This is an optimization exercise on Yosys and OpenROAD, whose aim is small area, a short achievable clock period and few clock cycles per item, not a production implementation. The RTL was checked by simulation tests, not by an equivalence proof against the original design. Power is estimated from default activity; no workload was simulated.

--- design.v ---
package wallace_pkg;
  localparam int OPERAND_W   = 16;
  localparam int PRODUCT_W   = 2 * OPERAND_W;
  localparam int TREE_LEVELS = 6;
  localparam int PIPE_DEPTH  = 4;
  localparam int ADDR_W = 8;
  localparam int DATA_W = 32;
  localparam int STRB_W = DATA_W / 8;
  localparam logic [ADDR_W-1:0] ADDR_MULTIPLIER   = 8'h00;
  localparam logic [ADDR_W-1:0] ADDR_MULTIPLICAND = 8'h04;
  localparam logic [ADDR_W-1:0] ADDR_CTRL         = 8'h08;
  localparam logic [ADDR_W-1:0] ADDR_STATUS       = 8'h0C;
  localparam logic [ADDR_W-1:0] ADDR_RESULT       = 8'h10;
  localparam logic [1:0] RESP_OKAY   = 2'b00;
  localparam logic [1:0] RESP_SLVERR = 2'b10;
  typedef struct packed {
    logic              awvalid;
    logic [ADDR_W-1:0] awaddr;
    logic              wvalid;
    logic [DATA_W-1:0] wdata;
    logic [STRB_W-1:0] wstrb;
    logic              bready;
    logic              arvalid;
    logic [ADDR_W-1:0] araddr;
    logic              rready;
  } axil_req_t;
  typedef struct packed {
    logic              awready;
    logic              wready;
    logic              bvalid;
    logic [1:0]        bresp;
    logic              arready;
    logic              rvalid;
    logic [DATA_W-1:0] rdata;
    logic [1:0]        rresp;
  } axil_rsp_t;
  function automatic int tree_rows(int rows, int levels);
    int n;
    n = rows;
    for (int l = 0; l < levels; l++) begin
      n = 2 * (n / 3) + n % 3;
    end
    tree_rows = n;
  endfunction
endpackage
module partial_products #(
  parameter int WIDTH = 16
) (
  input  logic                           Clk,
  input  logic                           arst_n,
  input  logic [WIDTH-1:0]               multiplier,
  input  logic [WIDTH-1:0]               multiplicand,
  output logic [WIDTH-1:0][2*WIDTH-1:0] rows
);
  localparam int ROW_W = 2 * WIDTH;
  logic [WIDTH-1:0][ROW_W-1:0] rows_d;
  always_comb begin
    for (int i = 0; i < WIDTH; i++) begin
      rows_d[i] = {{WIDTH{1'b0}}, multiplicand & {WIDTH{multiplier[i]}}} << i;
    end
  end
  always_ff @(posedge Clk or negedge arst_n) begin
    if (!arst_n) begin
      rows <= '0;
    end else begin
      rows <= rows_d;
    end
  end
endmodule
module wallace_stage #(
  parameter int WIDTH   = 16,
  parameter int ROWS_IN = 16,
  localparam int ROWS_OUT = wallace_pkg::tree_rows(ROWS_IN, 1)
) (
  input  logic [ROWS_IN-1:0][2*WIDTH-1:0]  rows_in,
  output logic [ROWS_OUT-1:0][2*WIDTH-1:0] rows_out
);
  localparam int ROW_W  = 2 * WIDTH;
  localparam int GROUPS = ROWS_IN / 3;
  localparam int LEFT   = ROWS_IN % 3;
  for (genvar g = 0; g < GROUPS; g++) begin : g_csa
    logic [ROW_W-1:0] a;
    logic [ROW_W-1:0] b;
    logic [ROW_W-1:0] c;
    logic [ROW_W-1:0] sum;
    logic [ROW_W-2:0] cy;
    assign a = rows_in[3*g];
    assign b = rows_in[3*g+1];
    assign c = rows_in[3*g+2];
    assign sum = a ^ b ^ c;
    assign cy = (a[ROW_W-2:0] & b[ROW_W-2:0])
              | (a[ROW_W-2:0] & c[ROW_W-2:0])
              | (b[ROW_W-2:0] & c[ROW_W-2:0]);
    assign rows_out[2*g]   = sum;
    assign rows_out[2*g+1] = {cy, 1'b0};
  end
  for (genvar p = 0; p < LEFT; p++) begin : g_pass
    assign rows_out[2*GROUPS+p] = rows_in[3*GROUPS+p];
  end
endmodule
module wallace_mult #(
  parameter int WIDTH = 16
) (
  input  logic                 Clk,
  input  logic                 arst_n,
  input  logic                 start,
  input  logic [WIDTH-1:0]     multiplier,
  input  logic [WIDTH-1:0]     multiplicand,
  output logic [2*WIDTH-1:0]   product,
  output logic                 product_valid
);
  localparam int ROW_W = 2 * WIDTH;
  localparam int DEPTH = wallace_pkg::PIPE_DEPTH;
  localparam int R0 = WIDTH;
  localparam int R1 = wallace_pkg::tree_rows(WIDTH, 1);
  localparam int R2 = wallace_pkg::tree_rows(WIDTH, 2);
  localparam int R3 = wallace_pkg::tree_rows(WIDTH, 3);
  localparam int R4 = wallace_pkg::tree_rows(WIDTH, 4);
  localparam int R5 = wallace_pkg::tree_rows(WIDTH, 5);
  localparam int R6 = wallace_pkg::tree_rows(WIDTH, wallace_pkg::TREE_LEVELS);
  logic [R0-1:0][ROW_W-1:0] pp_rows;
  logic [R1-1:0][ROW_W-1:0] l1_rows;
  logic [R2-1:0][ROW_W-1:0] l2_rows;
  logic [R3-1:0][ROW_W-1:0] l3_rows;
  logic [R3-1:0][ROW_W-1:0] l3_q;
  logic [R4-1:0][ROW_W-1:0] l4_rows;
  logic [R5-1:0][ROW_W-1:0] l5_rows;
  logic [R6-1:0][ROW_W-1:0] l6_rows;
  logic [R6-1:0][ROW_W-1:0] l6_q;
  logic [DEPTH-1:0]         valid_sr;
  partial_products #(.WIDTH(WIDTH)) u_pp (
    .Clk          (Clk),
    .arst_n       (arst_n),
    .multiplier   (multiplier),
    .multiplicand (multiplicand),
    .rows         (pp_rows)
  );
  wallace_stage #(.WIDTH(WIDTH), .ROWS_IN(R0)) u_lvl1 (.rows_in(pp_rows), .rows_out(l1_rows));
  wallace_stage #(.WIDTH(WIDTH), .ROWS_IN(R1)) u_lvl2 (.rows_in(l1_rows), .rows_out(l2_rows));
  wallace_stage #(.WIDTH(WIDTH), .ROWS_IN(R2)) u_lvl3 (.rows_in(l2_rows), .rows_out(l3_rows));
  always_ff @(posedge Clk) begin
    l3_q <= l3_rows;
  end
  wallace_stage #(.WIDTH(WIDTH), .ROWS_IN(R3)) u_lvl4 (.rows_in(l3_q), .rows_out(l4_rows));
  wallace_stage #(.WIDTH(WIDTH), .ROWS_IN(R4)) u_lvl5 (.rows_in(l4_rows), .rows_out(l5_rows));
  wallace_stage #(.WIDTH(WIDTH), .ROWS_IN(R5)) u_lvl6 (.rows_in(l5_rows), .rows_out(l6_rows));
  always_ff @(posedge Clk) begin
    l6_q    <= l6_rows;
    product <= l6_q[0] + l6_q[1];
  end
  always_ff @(posedge Clk or negedge arst_n) begin
    if (!arst_n) begin
      valid_sr <= '0;
    end else begin
      valid_sr <= {valid_sr[DEPTH-2:0], start};
    end
  end
  assign product_valid = valid_sr[DEPTH-1];
endmodule
module mul_regs (
  input  logic                              Clk,
  input  logic                              arst_n,
  input  wallace_pkg::axil_req_t            axil_req,
  output wallace_pkg::axil_rsp_t            axil_rsp,
  output logic                              start,
  output logic [wallace_pkg::OPERAND_W-1:0] multiplier,
  output logic [wallace_pkg::OPERAND_W-1:0] multiplicand,
  input  logic [wallace_pkg::PRODUCT_W-1:0] product,
  input  logic                              product_valid
);
  localparam int DATA_W    = wallace_pkg::DATA_W;
  localparam int OPERAND_W = wallace_pkg::OPERAND_W;
  logic                              bvalid;
  logic [1:0]                        bresp;
  logic                              rvalid;
  logic [DATA_W-1:0]                 rdata;
  logic [1:0]                        rresp;
  logic                              done;
  logic [wallace_pkg::PRODUCT_W-1:0] result;
  logic              wr_fire;
  logic              rd_fire;
  logic              wr_ok;
  logic              ctrl_go;
  logic [DATA_W-1:0] rd_data_nxt;
  logic [1:0]        rd_resp_nxt;
  assign wr_fire = axil_req.awvalid & axil_req.wvalid & ~bvalid;
  assign rd_fire = axil_req.arvalid & ~rvalid;
  assign ctrl_go = wr_fire & (axil_req.awaddr == wallace_pkg::ADDR_CTRL)
                 & axil_req.wstrb[0] & axil_req.wdata[0];
  always_comb begin
    case (axil_req.awaddr)
      wallace_pkg::ADDR_MULTIPLIER,
      wallace_pkg::ADDR_MULTIPLICAND,
      wallace_pkg::ADDR_CTRL: wr_ok = 1'b1;
      default:                wr_ok = 1'b0;
    endcase
  end
  always_comb begin
    rd_data_nxt = '0;
    rd_resp_nxt = wallace_pkg::RESP_OKAY;
    case (axil_req.araddr)
      wallace_pkg::ADDR_MULTIPLIER:   rd_data_nxt = {{(DATA_W-OPERAND_W){1'b0}}, multiplier};
      wallace_pkg::ADDR_MULTIPLICAND: rd_data_nxt = {{(DATA_W-OPERAND_W){1'b0}}, multiplicand};
      wallace_pkg::ADDR_CTRL:         rd_data_nxt = '0;
      wallace_pkg::ADDR_STATUS:       rd_data_nxt = {{(DATA_W-1){1'b0}}, done};
      wallace_pkg::ADDR_RESULT:       rd_data_nxt = result;
      default:                        rd_resp_nxt = wallace_pkg::RESP_SLVERR;
    endcase
  end
  always_ff @(posedge Clk or negedge arst_n) begin
    if (!arst_n) begin
      multiplier   <= '0;
      multiplicand <= '0;
    end else if (wr_fire) begin
      for (int b = 0; b < OPERAND_W / 8; b++) begin
        if (axil_req.wstrb[b]) begin
          if (axil_req.awaddr == wallace_pkg::ADDR_MULTIPLIER) begin
            multiplier[8*b +: 8] <= axil_req.wdata[8*b +: 8];
          end
          if (axil_req.awaddr == wallace_pkg::ADDR_MULTIPLICAND) begin
            multiplicand[8*b +: 8] <= axil_req.wdata[8*b +: 8];
          end
        end
      end
    end
  end
  always_ff @(posedge Clk or negedge arst_n) begin
    if (!arst_n) begin
      bvalid <= 1'b0;
      rvalid <= 1'b0;
      start  <= 1'b0;
      done   <= 1'b0;
      result <= '0;
    end else begin
      start <= ctrl_go;
      if (wr_fire) begin
        bvalid <= 1'b1;
      end else if (axil_req.bready) begin
        bvalid <= 1'b0;
      end
      if (rd_fire) begin
        rvalid <= 1'b1;
      end else if (axil_req.rready) begin
        rvalid <= 1'b0;
      end
      if (ctrl_go) begin
        done <= 1'b0;
      end else if (product_valid) begin
        done <= 1'b1;
      end
      if (product_valid) begin
        result <= product;
      end
    end
  end
  always_ff @(posedge Clk) begin
    if (wr_fire) begin
      bresp <= wr_ok ? wallace_pkg::RESP_OKAY : wallace_pkg::RESP_SLVERR;
    end
    if (rd_fire) begin
      rdata <= rd_data_nxt;
      rresp <= rd_resp_nxt;
    end
  end
  always_comb begin
    axil_rsp.awready = ~bvalid;
    axil_rsp.wready  = ~bvalid;
    axil_rsp.bvalid  = bvalid;
    axil_rsp.bresp   = bresp;
    axil_rsp.arready = ~rvalid;
    axil_rsp.rvalid  = rvalid;
    axil_rsp.rdata   = rdata;
    axil_rsp.rresp   = rresp;
  end
endmodule
module mul_top (
  input  logic                   Clk,
  input  logic                   arst_n,
  input  wallace_pkg::axil_req_t axil_req,
  output wallace_pkg::axil_rsp_t axil_rsp
);
  localparam int WIDTH = wallace_pkg::OPERAND_W;
  logic                 start;
  logic [WIDTH-1:0]     multiplier;
  logic [WIDTH-1:0]     multiplicand;
  logic [2*WIDTH-1:0]   product;
  logic                 product_valid;
  mul_regs u_regs (
    .Clk           (Clk),
    .arst_n        (arst_n),
    .axil_req      (axil_req),
    .axil_rsp      (axil_rsp),
    .start         (start),
    .multiplier    (multiplier),
    .multiplicand  (multiplicand),
    .product       (product),
    .product_valid (product_valid)
  );
  wallace_mult #(
    .WIDTH (WIDTH)
  ) u_mult (
    .Clk           (Clk),
    .arst_n        (arst_n),
    .start         (start),
    .multiplier    (multiplier),
    .multiplicand  (multiplicand),
    .product       (product),
    .product_valid (product_valid)
  );
endmodule
module mul_axil (
  input  logic        Clk,
  input  logic        arst_n,
  input  logic        s_awvalid,
  output logic        s_awready,
  input  logic [7:0]  s_awaddr,
  input  logic        s_wvalid,
  output logic        s_wready,
  input  logic [31:0] s_wdata,
  input  logic [3:0]  s_wstrb,
  output logic        s_bvalid,
  input  logic        s_bready,
  output logic [1:0]  s_bresp,
  input  logic        s_arvalid,
  output logic        s_arready,
  input  logic [7:0]  s_araddr,
  output logic        s_rvalid,
  input  logic        s_rready,
  output logic [31:0] s_rdata,
  output logic [1:0]  s_rresp
);
  wallace_pkg::axil_req_t req;
  wallace_pkg::axil_rsp_t rsp;
  always_comb begin
    req.awvalid = s_awvalid;
    req.awaddr  = s_awaddr;
    req.wvalid  = s_wvalid;
    req.wdata   = s_wdata;
    req.wstrb   = s_wstrb;
    req.bready  = s_bready;
    req.arvalid = s_arvalid;
    req.araddr  = s_araddr;
    req.rready  = s_rready;
  end
  mul_top u_top (
    .Clk      (Clk),
    .arst_n   (arst_n),
    .axil_req (req),
    .axil_rsp (rsp)
  );
  assign s_awready = rsp.awready;
  assign s_wready  = rsp.wready;
  assign s_bvalid  = rsp.bvalid;
  assign s_bresp   = rsp.bresp;
  assign s_arready = rsp.arready;
  assign s_rvalid  = rsp.rvalid;
  assign s_rdata   = rsp.rdata;
  assign s_rresp   = rsp.rresp;
endmodule
--- run.sh ---
#!/bin/bash
# synth_recipe.tcl (not shown) runs the flow's synth.tcl, then flattens the netlist and writes it again
# the make line also repeats each setting of config.mk as NAME=value (left out here)
make -C /OpenROAD-flow-scripts/flow DESIGN_CONFIG=/design/flow/config.mk WORK_HOME=/design/flow/orfs CLKGATE_MAP_FILE= SYNTH_SCRIPT=/design/flow/synth_recipe.tcl finish
--- config.mk ---
export PLATFORM = sky130hd
export DESIGN_NAME = mul_axil
export DESIGN_NICKNAME = mul_axil
export VERILOG_FILES = /design/flow/design.v
export SDC_FILE = /design/flow/constraint.sdc
export NUM_CORES = 4
export LEC_CHECK = 0
export CAP_MARGIN = 20
export CORE_MARGIN = 2
export CORE_UTILIZATION = 40
export SLEW_MARGIN = 20
--- constraint.sdc ---
create_clock -name core_clock -period 3.2 [get_ports {Clk}]
set_input_delay 0.6400 -clock core_clock [delete_from_list [all_inputs] [get_ports {Clk}]]
set_output_delay 0.6400 -clock core_clock [all_outputs]
set_load 0.01 [all_outputs]
==> run summary <==
Clock Latency Late Sink=~600 ps; Clk pin slew, worst setup/hold paths=60 ps; vias=11.9k; Max-Cap Viols=0; upper clock frequency limit=374 MHz; Final ANT Viol Nets=0; post-route minimum period=~2700 ps; type of origin of the critical path=register; Top Family by Delay on Critical Path=compound AO/OA/AOI/OAI gates; status=complete, no violations; Cells after DPL=2538; yosys warns=4; synthesis-stage register bit count=566; finished layout cell area=27100 um2; cts bufs inserted=56; post-CTS setup buffer count=0; GP Congestion=between 0.7 and 0.8; Avg Vias per Cell=4.51; DRC=0; syn avg cell area=between 10 and 15 um2; FF-to-FF setup slack=520 ps; EDFF count, synth=34; CP Max Fanout=3; Max Clock Skew=26.4 ps; GR Util All Layers=between 10% and 20%; clk sink count=~570; worst vdd ir=between 0.3 and 0.4 mV; Starting DRT DRC Count=482; first drt pass iteration count=4; dpl hpwl=approximately 31000 um; largest net degree at the start of global routing=slightly below 80; Top FF cell, synth=dfrtp_1; synthesized area=23300 um2; reg-to-reg endpoint=u_top.u_mult.product[25]; TNS Setup=0 ps; share of the synthesized area in the top cell type=35.2%; Critical path buffers and inverters=0; CP Data Arrival Time=around 3200 ps; leakage power=13.5 nW; GR Overflow Total=0; Cell Rows=88; initial antenna violation count=1; crit path cell chain=ha_1, fa_1, a211oi_1, o21ai_2, a41oi_2, o221ai_2, a21bo_1, a31oi_1, xnor2_1; WP data required=between 3000 and 4000 ps; chip height=about 250 um; layout cells sized above 1=9.74%; Cell Area, Placed=roughly 25000 um2; fin cells=about 2.6k; Unique masters post-synth=48; setup-violating endpoint count in the final report=0; hold_buf cts=0; WL/cell=17.3 um; Initial Util=40.4%; Worst path depth=9; endpoint type of the worst setup path=register; count leader, synth=dfrtp_1; number of global-route vias before repair=13.2k; first-pass GRT wire length=73800 um; leading area contributor after synthesis=dfrtp_1; PostCTS Resize Cnt=0; die area=approximately 60000 um2; area grow syn2layout=16.2%; Gate Count Post-Synth=roughly 1.7k; area of the core=approximately 58000 um2; most frequent cells after synthesis=328 x dfrtp_1, 284 x inv_1, 256 x and2_1; Crit-path slowest cell=fa_1; Largest stage delay, worst path=between 400 and 500 ps; Register-to-Register Path Depth=9; Pwr per Cell Area=around 540 nW/um2; ys async rst share=58.0%; worst hold margin=32.7 ps; reg-to-reg critical path startpoint=u_top.u_mult.l6_q[7]; CTS root buf=clkbuf_16; RSZ-0062 raised after global routing=no; # port buffers=79; sequential share of the synthesized area=roughly 57%; Setup Crit Path Kind=register to register; fin nets=2168; Routed WL=45700 um; top post-synthesis cells by area=dfrtp_1 35%, dfxtp_1 18%, fa_1 17%, and2_1 6.9%, inv_1 4.6%; CTS H-tree lvls=2; Worst Setup SP=u_top.u_mult.l6_q[7]; I/O pins=100; Worst Setup EP=u_top.u_mult.product[25]; worst slew pin tran=1150 ps; Die Span X=approximately 250 um; Slew Limit Headroom=23.3%; Max Root-Sink Buffers=3; TritonCTS clock tree=done; worst min path class=input port to async pin; Final period util=a little over four fifths; Max Slew Vio Count=0; Hold Violations, Final=0; Power Total=14.6 mW
[worst min path at each step]
stage,startpoint,end,slack [ps],depth (start not counted)
after floorplan,u_top.u_mult.l3_q[0],u_top.u_mult.l6_q[0],310,0
after global placement,u_top.u_mult.l3_q[0],u_top.u_mult.l6_q[0],310,0
after detailed placement,u_top.u_mult.l3_q[3],u_top.u_mult.l6_q[3],310,0
after CTS,arst_n,u_top.u_mult.u_pp.rows[334],40,1
after global routing,arst_n,u_top.u_mult.u_pp.rows[334],60,1
final,arst_n,u_top.u_mult.u_pp.rows[334],30,1
[registers in the layout (all words and copies together), names as in the netlist]
name and cells:
u_top.u_mult.u_pp.rows 256, u_top.u_regs.done 1, u_top.u_regs.multiplicand 16, u_top.u_regs.rresp 1
u_top.u_mult.l3_q 116, u_top.u_regs.bresp 1, u_top.u_regs.rdata 32, u_top.u_regs.result 32
u_top.u_regs.multiplier 16, u_top.u_regs.rvalid 1, u_top.u_mult.l6_q 56, u_top.u_mult.valid_sr 4
u_top.u_regs.bvalid 1, u_top.u_regs.start 1, u_top.u_mult.product 32
[stage by stage]
step | worst slack [ps] | utilization, %
2_1_floorplan | 620 | -
3_3_place_gp | 441 | 43.5
3_5_place_dp | 362 | 43.5
4_1_cts | 537 | 47.0
5_1_grt | 367 | 47.0
6_report | 524 | 47.0
[per-layer routing]
layer	track usage (%)	up-vias	routed length, um
met2	25.8	187	21000
met1	22.7	6174	21900
met4	4.39	0	1060
met3	2.84	82	1760
li1	-	5496	-
met5	0	-	0
[logic make-up (layout without fill, tap and decap cells)]
group / Yosys count / in the layout / synth area share [%]
AO/OA/AOI/OAI: 82 / 82 / 2.29
XOR/XNOR: 22 / 22 / 0.827
adder cells (fa/ha/maj): 278 / 278 / 21.4
buffers and inverters: 336 / 489 / 5.47
flip-flops: 566 / 566 / 57.2
multiplexers: 80 / 80 / 3.78
other: 1 / 4 / 0.0161
AND/OR/NAND/NOR: 360 / 360 / 9.03
[worst register-to-register path: stages, from the launching register on]
cell and delay [ps]:
dfxtp_1 300, ha_1 220, fa_1 440, a211oi_1 420
o21ai_2 150, a41oi_2 300, o221ai_2 180, a21bo_1 240
a31oi_1 190, xnor2_1 140
[cell usage in the layout (no fill, tap or decap), types with 3 or more instances in the layout]
cell,count
buf_4,16
edfxtp_1,34
a21o_1,4
xor2_1,10
clkdlybuf4s50_1,78
bufinv_16,9
and3_1,18
mux2_2,64
ha_1,77
fa_1,201
inv_1,284
buf_12,4
dfxtp_1,204
mux2i_1,16
clkinv_1,3
nor2b_1,5
nand2_1,39
a31oi_1,3
a21oi_1,26
xnor2_1,12
clkbuf_16,57
clkinv_2,7
nand3_1,9
o21bai_1,4
nor2_1,20
and2_1,256
dfrtp_1,328
nand4_1,3
clkbuf_8,14
o21ai_0,28
clkbuf_1,12
[power by group]
group	internal, mW	switching (mW)	total [mW]
clock network	4.32	2.68	7.00
registers	7.22	0.0451	7.26
logic	0.128	0.164	0.292
total	11.7	2.89	14.6
[layout make-up]
type	count	area, um2
fillers	5012	30500
multi-input cells	824	8710
flip-flops and latches	566	13300
diodes	2	5.00
inverters	284	1070
repair buffers	99	996
clock inverters	23	350
clock buffers	83	1660
well taps	765	957
Testbench counts, summed over its fixed seeds: cycles 7,168, items 512.

## re-timing with driven ports
Ports are ideal in the flow. The routed layout listed here was re-timed in OpenROAD.
Step 1 sets driving cells, clkbuf_16 on the clock port and buf_2 on the other inputs (assumed; they add their load-dependent delay and slew).
Step 2 also shifts input and output timing later by t, the mid clock arrival at the registers, as if the neighbouring blocks saw the same clock.
Three values: ideal, step 1, step 2; two values: the first two.
t, ns: 0.644
setup slack, ns: 0.524 / 0.524 / 0.412
worst register clock-pin slew, ns: 0.06 / 0.06
worst data-port slew with drivers (ns): 0.06
cell pins on the clock port's net: 1
After both steps setup and hold are still met in this run. The setup slack of this run moves by 0.000 ns with the drivers and by -0.112 ns with both steps.
